What follows belongs to an exercise in optimizing a design on an open flow for small area, a short achievable clock period and few clock cycles per item; a production flow would make more cautious choices.
At most, simulation tests tie the RTL to the original design; equivalence was not proved.
Power is estimated from default activity; no workload was simulated.

## ble_ad_structure_parser
module ble_ad_structure_parser (
   input  logic             clock,
   input  logic             reset,
   input  logic             req_valid,
   output logic             req_stall,
   input  logic [16:0]      req_data,    
   output logic             rsp_valid,
   input  logic             rsp_stall,
   output logic [78:0]      rsp_data,    
   input  logic             csr_valid,
   output logic             csr_ready,
   input  logic [7:0]       csr_data
);
   logic [7:0] limit_ff;
   always_ff @(posedge clock) begin
      if (reset) limit_ff <= bap_pkg::NameLimitReset;
      else if (csr_valid && csr_ready) limit_ff <= csr_data;
   end
   bap_front u_front (.clock(clock), .reset(reset), .req_valid(req_valid),
                      .req_stall(req_stall), .req_data(req_data), .csr_ready(csr_ready),
                      .name_limit(limit_ff), .rsp_valid(rsp_valid), .rsp_stall(rsp_stall),
                      .rsp_data(rsp_data));
endmodule
==> flow/config.mk <==
export PLATFORM = sky130hd
export DESIGN_NAME = ble_ad_structure_parser
export DESIGN_NICKNAME = ble_ad_structure_parser
export VERILOG_FILES = /design/flow/design.v
export SDC_FILE = /design/flow/constraint.sdc
export NUM_CORES = 4
export LEC_CHECK = 0
export ABC_AREA = 1
export CAP_MARGIN = 20
export CORE_MARGIN = 2
export CORE_UTILIZATION = 40
export CTS_BUF_LIST = sky130_fd_sc_hd__clkbuf_16
export CTS_CLUSTER_DIAMETER = 100
export CTS_CLUSTER_SIZE = 25
export SETUP_SLACK_MARGIN = 3.2
export SLEW_MARGIN = 20
export SYNTH_HIERARCHICAL = 1
export SYNTH_MINIMUM_KEEP_SIZE = 0
==> flow/constraint.sdc <==
create_clock -name core_clock -period 5.5 [get_ports {clock}]
set_input_delay 1.1000 -clock core_clock [delete_from_list [all_inputs] [get_ports {clock}]]
set_output_delay 1.1000 -clock core_clock [all_outputs]
set_load 0.01 [all_outputs]
standard.sh (not shown) runs the stock make flow with config.mk's settings and CLKGATE_MAP_FILE= SYNTH_SCRIPT=/design/flow/synth_recipe.tcl, a recipe that flattens the netlist after the stock synthesis.
==> flow/flow/run.sh <==
#!/bin/bash
# Standard layout, with the port buffers inserted before placement made of
# sky130_fd_sc_hd__buf_2 cells instead of the buffer buffer_ports picks by
# default, and without the adder-extraction step in synthesis (ABC maps the
# arithmetic as plain gates).
set -euo pipefail
export BUFFER_PORTS_ARGS="-buffer_cell sky130_fd_sc_hd__buf_2"
export ADDER_MAP_FILE=
bash standard.sh > standard_flow.log 2>&1
Testbench counts at the start, summed over its fixed seeds: cycles 94,479, bytes 91,371.
==> next run, changes <==
Settings changed: SETUP_SLACK_MARGIN 3.2 to 3.4.
=> The changed run completed without violations. Global-route usage climbs by 0.43 points. Setup slack degrades by 0.019 ns. Clock skew barely changes. Final cell count went up by 3.6%. Power rose by 2.8%. Die area is unchanged. Clock-buffer cell count does not change. Combinational power climbs by 19%. Area after synthesis is unchanged. Fmax came out lower by about 0.7%. Sequential power is about the same.
==> next run, changes <==
Settings changed: ABC_AREA 1 to default, SETUP_SLACK_MARGIN 3.4 to 2.8.
Worst setup slack loses 0.11 ns.
Utilization falls by 6.5 points.
Hold slack improved by 0.028 ns.
Maximum frequency came out lower by a few percent.
Critical path depth is unchanged.
First-iteration DRC count decreases by a quarter to a third.
Total power came out lower by a few percent.
==> next run, changes <==
Settings changed: GPL_TIMING_DRIVEN from default to 0.
Effect: The changed run finished clean; worst hold slack got worse by 0.026 ns; core utilization is higher by 1.5 points; power is higher by 1.6%; worst setup slack improved by 0.0081 ns.

========
Setup of run 1:
ble_ad_structure_parser, a different RTL version from the one above (not shown whole).
Size in the first run: about 1100 cells after synthesis, about 210 flip-flops, roughly 110 I/O pins.
==> flow/design.v (excerpt) <==
module ble_ad_structure_parser (
   input  logic             clock,
   input  logic             reset,
   input  logic             req_valid,
   output logic             req_stall,
   input  logic [16:0]      req_data,    
   output logic             rsp_valid,
   input  logic             rsp_stall,
   output logic [78:0]      rsp_data,    
   input  logic             csr_valid,
   output logic             csr_ready,
   input  logic [7:0]       csr_data
);
clock: 5.5 ns
lec_check: 0
cap_margin: 20
core_margin: 2
core_utilization: 40
setup_slack_margin: 2.5
slew_margin: 20
run.sh (not shown) runs the stock make flow with config.mk's settings and CLKGATE_MAP_FILE= SYNTH_SCRIPT=/design/flow/synth_recipe.tcl, a recipe that flattens the netlist after the stock synthesis.
Stock flow here: none of the scripts above is used.
#### Input delta (run 2 over run 1)
Settings: SETUP_SLACK_MARGIN: 2.5 -> 3.0.
--- outcome ---
Reported for run 1 and run 2, synthesized flop and latch total turned out identical to the last digit.
Worst setup slack was lower in run 1 than in run 2.
Buffer and inverter count on the worst path (lower): run 1
The run showing the smaller detail-routed via count per cell is run 1.
Run 1 ended up with clkdlybuf4s50_1 as its cell with the largest stage delay on the worst path; run 2 ended up with or4b_1.
Summary of run 2 over run 1: final cell count picked up an extra 69, first-iteration DRC count went down.
Run 2 ended up with u_front.in_first$_DFFE_PP_ as its launch point of the critical path; run 1 ended up with u_back.q_ff[27]$_DFFE_PP_.
> inputs changed (run 2 -> run 3)
Settings: a change of SETUP_SLACK_MARGIN from 3.0 to 2.5; an added ABC_CLOCK_PERIOD_IN_PS of 2600.
[summary]
From run 2 to run 3 the numbers moved as follows: routed wire length went down by 9.1%; final worst-path setup slack went down by 0.12 ns; footprint of the multi-input gates went down by about 10%; overall power after layout went down by about 2%.
Relative to run 3, the following input files were edited for run 4:
Settings: ABC_AREA newly set to 1; ABC_CLOCK_PERIOD_IN_PS removed (was 2600).
Findings:
Relative to run 3, fraction of power consumed by the clock network has gone up in run 4. Summary: with run 3 as the reference, power after layout in run 4 moved up by more than 10%. Compared with run 3, in run 4 clock network area share increased by 1.3 points relative to the old numbers; met2 demand-to-capacity share in global routing increased by 1.7 points relative to the old numbers; worst clock skew closely matched the old numbers; minimum clock period decreased by 0.030 ns relative to the old numbers. Summary of run 4 over run 3: ratio of final minimum period to clock period has decreased, hold slack shows a reduction of 0.055 ns, fraction of met1 tracks used by global routing dropped 0.33 points.
Function was not checked in any run of this note: the RTL went through the layout flow alone.

========
== v20 ==
Another version of the RTL of ble_ad_structure_parser (not shown whole).
For scale: ~200 flip-flops, about 110 I/O pins, ~0.011 mm² of cells after synthesis.
==> flow/config.mk <==
export PLATFORM = sky130hd
export DESIGN_NAME = ble_ad_structure_parser
export DESIGN_NICKNAME = ble_ad_structure_parser
export VERILOG_FILES = /design/flow/design.v
export SDC_FILE = /design/flow/constraint.sdc
export NUM_CORES = 4
export LEC_CHECK = 0
export ABC_AREA = 1
export CAP_MARGIN = 20
export CORE_MARGIN = 2
export CORE_UTILIZATION = 40
export CTS_BUF_LIST = sky130_fd_sc_hd__clkbuf_16
export CTS_CLUSTER_DIAMETER = 100
export CTS_CLUSTER_SIZE = 25
export SETUP_SLACK_MARGIN = 2.8
export SLEW_MARGIN = 20
export SYNTH_HIERARCHICAL = 1
export SYNTH_MINIMUM_KEEP_SIZE = 0
==> flow/constraint.sdc <==
create_clock -name core_clock -period 5.5 [get_ports {clock}]
set_input_delay 1.1000 -clock core_clock [delete_from_list [all_inputs] [get_ports {clock}]]
set_output_delay 1.1000 -clock core_clock [all_outputs]
set_load 0.01 [all_outputs]
standard.sh (not shown) runs the stock make flow with config.mk's settings and CLKGATE_MAP_FILE= SYNTH_SCRIPT=/design/flow/synth_recipe.tcl, a recipe that flattens the netlist after the stock synthesis.
Scripts as last shown in full above: flow/flow/run.sh
v20: done, clean on timing, DRC and antenna
Testbench counts of v20, summed over its fixed seeds: cycles 94,479, bytes 91,371.
Input changes introduced in v38 (baseline for comparison: v20):
- SETUP_SLACK_MARGIN now 3.0, was 2.8
--- outcome ---
- Sequential cell count: v38 vs v20 identical
- Between v38 and v20, it is v38 whose share of the core filled with cells in the final layout is higher, by 1.0 points.
- v38 ended up with sky130_fd_sc_hd__buf_6 as its slowest cell on the critical path; v20 ended up with sky130_fd_sc_hd__buf_2.
- Between v38 and v20, the total power after layout figures differ only marginally.
--- input diff v38..v14 ---
- SETUP_SLACK_MARGIN: 3.0 -> 2.9
- CTS_CLUSTER_SIZE: 25 -> 30
==> comparison <==
On global-route usage, v14 and v38 are basically level. Compared with v38, v14 improves design area. Final standard cell count with taps included and fillers excluded went down slightly going from v38 to v14. Re routed wire length: v14 and v38 aren't equal, and the lower value belongs to v14. Delta (v14 minus v38): setup slack rose 74 ps; transition time of the tightest slew-check pin fell 41 ps; portion of the layout cell area used by non-clock buffers fell 1.2 points.

========
ble_ad_structure_parser, a different RTL version from the one above (not shown whole).
Size in the first run: about 210 flip-flops, about 110 I/O pins, roughly 11000 um2 of cells after synthesis.
==> flow/config.mk <==
export PLATFORM = sky130hd
export DESIGN_NAME = ble_ad_structure_parser
export DESIGN_NICKNAME = ble_ad_structure_parser
export VERILOG_FILES = /design/flow/design.v
export SDC_FILE = /design/flow/constraint.sdc
export NUM_CORES = 4
export LEC_CHECK = 0
export CAP_MARGIN = 20
export CORE_MARGIN = 2
export CORE_UTILIZATION = 40
export CTS_BUF_LIST = sky130_fd_sc_hd__clkbuf_4 sky130_fd_sc_hd__clkbuf_8
export SETUP_SLACK_MARGIN = 3.0
export SLEW_MARGIN = 20
export SYNTH_HIERARCHICAL = 1
export SYNTH_MINIMUM_KEEP_SIZE = 0
==> flow/constraint.sdc <==
create_clock -name core_clock -period 5.5 [get_ports {clock}]
set_input_delay 1.1000 -clock core_clock [delete_from_list [all_inputs] [get_ports {clock}]]
set_output_delay 1.1000 -clock core_clock [all_outputs]
set_load 0.01 [all_outputs]
Scripts as last shown in full above: flow/flow/run.sh
The first run passed the timing, DRC and antenna checks.
Testbench counts at the start, summed over its fixed seeds: cycles 94,479, bytes 91,371.
Next try:
Settings changed: CTS_BUF_LIST sky130_fd_sc_hd__clkbuf_4 sky130_fd_sc_hd__clkbuf_8 to sky130_fd_sc_hd__clkbuf_16, CTS_CLUSTER_DIAMETER from default to 100, CTS_CLUSTER_SIZE from default to 25, SETUP_SLACK_MARGIN 3.0 to 2.8.
- total power is lower by 15%
- design area is lower by 7.3%
- critical path depth is unchanged
- clock-buffer cell count is lower by 35
- wire length is lower by about 5%
- setup slack is better by 0.13 ns
- first-iteration DRC count is lower by 12%
- worst hold slack is worse by 0.012 ns
- core utilization is lower by 3.7 points
- cell count is lower by about 4.3%
- clock power is lower by 34%

========
ble_ad_structure_parser, a different RTL version from the one above (not shown whole).
Size: about 1,000 cells after synthesis, ~110 I/O pins, roughly 11,000 um2 of cells after synthesis.
export LEC_CHECK = 0
export CAP_MARGIN = 20
export CORE_MARGIN = 2
export CORE_UTILIZATION = 65
export SETUP_SLACK_MARGIN = 2.8
export SLEW_MARGIN = 20
create_clock -name core_clock -period 5.5 [get_ports {clock}]
==> flow/flow/run.sh <==
#!/bin/bash
# Standard layout, with the port buffers inserted before placement made of
# sky130_fd_sc_hd__buf_2 cells instead of the buffer buffer_ports picks by default.
set -euo pipefail
export BUFFER_PORTS_ARGS="-buffer_cell sky130_fd_sc_hd__buf_2"
bash standard.sh > standard_flow.log 2>&1
The starting point went through all stages and came out clean.
Edit:
Settings changed: CORE_UTILIZATION 65 to 40.
What happened: Clock skew falls by 0.021 ns. Wire length went down by 2.4%. Die area increases by 60%. Clock power decreases by about 10%. Utilization drops by 32 points. Cell area hardly moves. Maximum frequency fell by 0.85%. Via count came out lower by 5.1%.
No functional check of the RTL was part of any run of this note.

========
== job 7666 ==
RTL: one of the versions met above, not the one the previous note started from.
Size in the first run: ~1,000 cells after synthesis, roughly 110 I/O pins, ~0.011 sq mm of cells after synthesis.
export LEC_CHECK = 0
export CAP_MARGIN = 20
export CORE_MARGIN = 2
export CORE_UTILIZATION = 40
export CTS_BUF_LIST = sky130_fd_sc_hd__clkbuf_16
export CTS_CLUSTER_DIAMETER = 100
export CTS_CLUSTER_SIZE = 25
export SETUP_SLACK_MARGIN = 2.7
export SLEW_MARGIN = 20
export SYNTH_HIERARCHICAL = 1
export SYNTH_MINIMUM_KEEP_SIZE = 0
create_clock -name core_clock -period 5.5 [get_ports {clock}]
==> flow/flow/run.sh <==
#!/bin/bash
# Standard layout, with the port buffers inserted before placement made of
# sky130_fd_sc_hd__buf_2 cells instead of the buffer buffer_ports picks by
# default, and without the adder-extraction step in synthesis (ABC maps the
# arithmetic as plain gates).
set -euo pipefail
export BUFFER_PORTS_ARGS="-buffer_cell sky130_fd_sc_hd__buf_2"
export ADDER_MAP_FILE=
bash standard.sh > standard_flow.log 2>&1
Job 7666 went all the way through synthesis, placement and routing and the layout is clean on timing, DRC and antenna.
Testbench counts of job 7666, summed over its fixed seeds: cycles 94,479, bytes 91,371.
Relative to job 7666, the following input files were edited for job 1215:
Settings: SETUP_SLACK_MARGIN: 2.7 -> 2.8; CORE_UTILIZATION: 40 -> 70.
Findings:
- Job 1215: done, clean on timing, DRC and antenna
- Compared with job 7666, job 1215 instantiates a smaller number of cells.
- Job 7666 has a higher final clock period utilization by the worst path than job 1215.
- Job 1215 ended up with u_front.q_ff[27] as its launch point of the critical path; job 7666 ended up with rsp_stall.
- Comparing job 7666 against job 1215, there is no change at all in reported max-cap violation count.
- Higher share of total power in combinational logic among job 7666 and job 1215: job 1215
Changes in job 1531 relative to job 1215:
Settings: swapping 2.8 for 2.9 in SETUP_SLACK_MARGIN; swapping 70 for 40 in CORE_UTILIZATION.
[summary]
- Delta (job 1531 minus job 1215): detailed-routed wire length on met2 picked up an extra 150 um, power picked up an extra 1.8%, post-route worst setup slack lost 24 ps, starting utilization of the core area lost 31 points.
- For the die boundary width, job 1531 came in 31% higher than job 1215 did.
- Against job 1215, job 1531 comes in 378 lower on number of vias in the routed layout.
- Of job 1215 and job 1531, job 1215 shows the higher DRC marker count from the first detailed-route iteration, with job 1531 below it.
- Cell area after layout went up slightly going from job 1215 to job 1531.
- Job 1531 ended up with a lower met3 routing resource usage after global routing than job 1215 did.
- Job 1531 vs job 1215, placed instance area went up by about 1.5%.
- Lower final worst hold slack among job 1215 and job 1531: job 1215
--- input diff job 1531..job 435 ---
Settings: ABC_AREA newly set to 1; SETUP_SLACK_MARGIN changed from 2.9 to 2.8.
## What came out
Job 435 | stages: all done | timing, DRC, antenna: all pass
Relative to job 1531, the utilization of job 435 is lower by 0.46 points.
Compared with job 1531, job 435 shows a lower overall fraction of global-route tracks in use.
Routed wire in job 435 totals less than in job 1531.
When job 435 is set beside job 1531, its sequential share of layout area turns out to be 0.86 points larger.

========
Starting RTL as in the previous note.
Settings: LEC_CHECK=0, CAP_MARGIN=20, CORE_MARGIN=2, CORE_UTILIZATION=40, CTS_BUF_LIST=sky130_fd_sc_hd__clkbuf_16, CTS_CLUSTER_DIAMETER=100, CTS_CLUSTER_SIZE=25, PLACE_DENSITY=0.75, SETUP_SLACK_MARGIN=2.8, SLEW_MARGIN=20, SYNTH_HIERARCHICAL=1, SYNTH_MINIMUM_KEEP_SIZE=0; clock period 5.5 ns.
Scripts as last shown in full above: flow/flow/run.sh
Testbench counts at the start, summed over its fixed seeds: cycles 94,479, bytes 91,371.
Next try:
ABC_AREA = 1   (was unset)
PLACE_DENSITY = unset   (was 0.75)
SETUP_SLACK_MARGIN = 3.0   (was 2.8)
Result: Cell count grows by about a fifth; total power shrinks slightly; worst setup slack improves by 0.13 ns.
Next try:
ABC_AREA = unset   (was 1)
CORE_UTILIZATION = 60   (was 40)
SETUP_SLACK_MARGIN = 2.8   (was 3.0)
Result: Via count went down by 2.2%; critical path depth is lower by 2; design area shrinks by 2.1%; register-to-register slack degrades by 0.24 ns; non-clock buffer count is lower by 3.

========
Setup of job 2025:
Another version of the RTL of ble_ad_structure_parser (not shown whole).
For scale: about 200 flip-flops, ~110 I/O pins, roughly 11000 µm² of cells after synthesis.
Settings: LEC_CHECK=0, CAP_MARGIN=20, CORE_MARGIN=2, CORE_UTILIZATION=40, CTS_BUF_LIST=sky130_fd_sc_hd__clkbuf_16, CTS_CLUSTER_DIAMETER=100, CTS_CLUSTER_SIZE=25, SETUP_SLACK_MARGIN=2.8, SLEW_MARGIN=20, SYNTH_HIERARCHICAL=1, SYNTH_MINIMUM_KEEP_SIZE=0; clock period 5.5 ns.
Scripts as last shown in full above: flow/flow/run.sh
[inputs] job 7409 vs job 2025
Settings: a change of CTS_CLUSTER_DIAMETER from 100 to 80; a change of CTS_BUF_LIST from sky130_fd_sc_hd__clkbuf_16 to sky130_fd_sc_hd__clkbuf_8 sky130_fd_sc_hd__clkbuf_16; a change of CTS_CLUSTER_SIZE from 25 to 20.
### Flow results
From job 7409 to job 2025, total power did not move at all.
As far as number of cells on the worst hold path goes, job 7409 and job 2025 are indistinguishable; the numbers are identical.
Post-detailed-route DRC marker count came out exactly the same in job 7409 and job 2025.
Diff job 2025 -> job 7409: count of flip-flops and latches closely matched the old numbers, clock buffer count neither gained nor lost much, setup slack about even.
From job 2025 to job 7409, number of buffers created by CTS did not move at all.
From job 2025 to job 7409, number of cells on the critical path did not move at all.
## Diff of input files: job 9829 against job 7409
Settings: CTS_CLUSTER_DIAMETER changed from 80 to 100; ABC_AREA newly set to 1; CTS_BUF_LIST changed from sky130_fd_sc_hd__clkbuf_8 sky130_fd_sc_hd__clkbuf_16 to sky130_fd_sc_hd__clkbuf_16; CTS_CLUSTER_SIZE changed from 20 to 25; SETUP_SLACK_MARGIN changed from 2.8 to 3.2.
--- outcome ---
Slew at the pin closest to its max-slew limit, job 7409 and job 9829: smaller value in job 9829
Job 9829 vs. job 7409: setup slack of the worst register-to-register path now larger; via count increased 983.
[inputs] job 9918 vs job 9829
Settings: SETUP_SLACK_MARGIN changed from 3.2 to 3.0.
==> comparison <==
Comparing job 9918 and job 9829, the higher final worst hold slack is on job 9918. [compare] base=job 9829 new=job 9918: routed metal-1 wire length decreased by 2.4% relative to the old numbers; power level.
No functional check of the RTL was part of any run of this note.

[re-timing with driven ports]
How much do the figures lean on ideal ports? The routed layouts below were timed once more, with nothing changed but the port constraints.
Step 1 sets driving cells, clkbuf_16 on the clock port and buf_2 on the other inputs (assumed; they add their load-dependent delay and slew).
Step 2, shift: input delay + t, output delay - t, t = (earliest + latest rising clock arrival at the registers) / 2. This alone moves slack from input paths to output paths.
Slacks: ideal / step 1 / step 2; pairs: ideal / step 1.
| run | shift t [ns] | slack for setup (ns) | latest minus earliest clock arrival (ns) | pins driven straight from the clock port |
|---|---|---|---|---|
| the first run of note 1 | 0.510 | 2.946 / 2.901 / 2.524 | 0.024 / 0.025 | 1 |
| the second run of note 1 | 0.516 | 2.927 / 2.879 / 2.629 | 0.022 / 0.021 | 1 |
| the third run of note 1 | 0.513 | 2.816 / 2.771 / 2.389 | 0.020 / 0.020 | 1 |
| the fourth run of note 1 | 0.504 | 2.824 / 2.780 / 2.346 | 0.026 / 0.025 | 1 |
| run 1 | 0.554 | 2.554 / 2.506 / 2.071 | 0.013 / 0.013 | 1 |
| run 2 | 0.565 | 2.671 / 2.630 / 2.555 | 0.010 / 0.011 | 1 |
| run 3 | 0.554 | 2.554 / 2.506 / 2.071 | 0.013 / 0.013 | 1 |
| run 4 | 0.557 | 2.584 / 2.540 / 2.146 | 0.014 / 0.015 | 1 |
| v20 | 0.473 | 2.880 / 2.852 / 2.427 | 0.021 / 0.021 | 1 |
| v38 | 0.469 | 2.880 / 2.829 / 2.489 | 0.012 / 0.012 | 1 |
| v14 | 0.476 | 2.953 / 2.916 / 2.541 | 0.012 / 0.012 | 1 |
| the first run of note 4 | 0.569 | 2.644 / 2.603 / 2.513 | 0.025 / 0.024 | 1 |
| the second run of note 4 | 0.518 | 2.770 / 2.728 / 2.431 | 0.032 / 0.032 | 1 |
| the first run of note 5 | 0.550 | 2.715 / 2.715 / 2.503 | 0.031 / 0.031 | 1 |
| the second run of note 5 | 0.540 | 2.691 / 2.691 / 2.425 | 0.011 / 0.011 | 1 |
| job 7666 | 0.513 | 2.805 / 2.766 / 2.332 | 0.028 / 0.028 | 1 |
| job 1215 | 0.510 | 2.831 / 2.786 / 2.384 | 0.018 / 0.017 | 1 |
| job 1531 | 0.510 | 2.807 / 2.787 / 2.431 | 0.020 / 0.019 | 1 |
| job 435 | 0.512 | 2.856 / 2.807 / 2.402 | 0.017 / 0.017 | 1 |
| the first run of note 7 | 0.508 | 2.786 / 2.741 / 2.383 | 0.022 / 0.022 | 1 |
| the second run of note 7 | 0.512 | 2.914 / 2.870 / 2.559 | 0.030 / 0.030 | 1 |
| the third run of note 7 | 0.512 | 2.815 / 2.791 / 2.340 | 0.015 / 0.015 | 1 |
| job 2025 | 0.475 | 2.592 / 2.585 / 2.110 | 0.013 / 0.013 | 1 |
| job 7409 | 0.475 | 2.592 / 2.585 / 2.110 | 0.013 / 0.013 | 1 |
| job 9829 | 0.480 | 2.980 / 2.936 / 2.538 | 0.015 / 0.015 | 1 |
| job 9918 | 0.474 | 2.971 / 2.925 / 2.546 | 0.013 / 0.014 | 1 |
After both steps setup and hold are still met in every run listed.
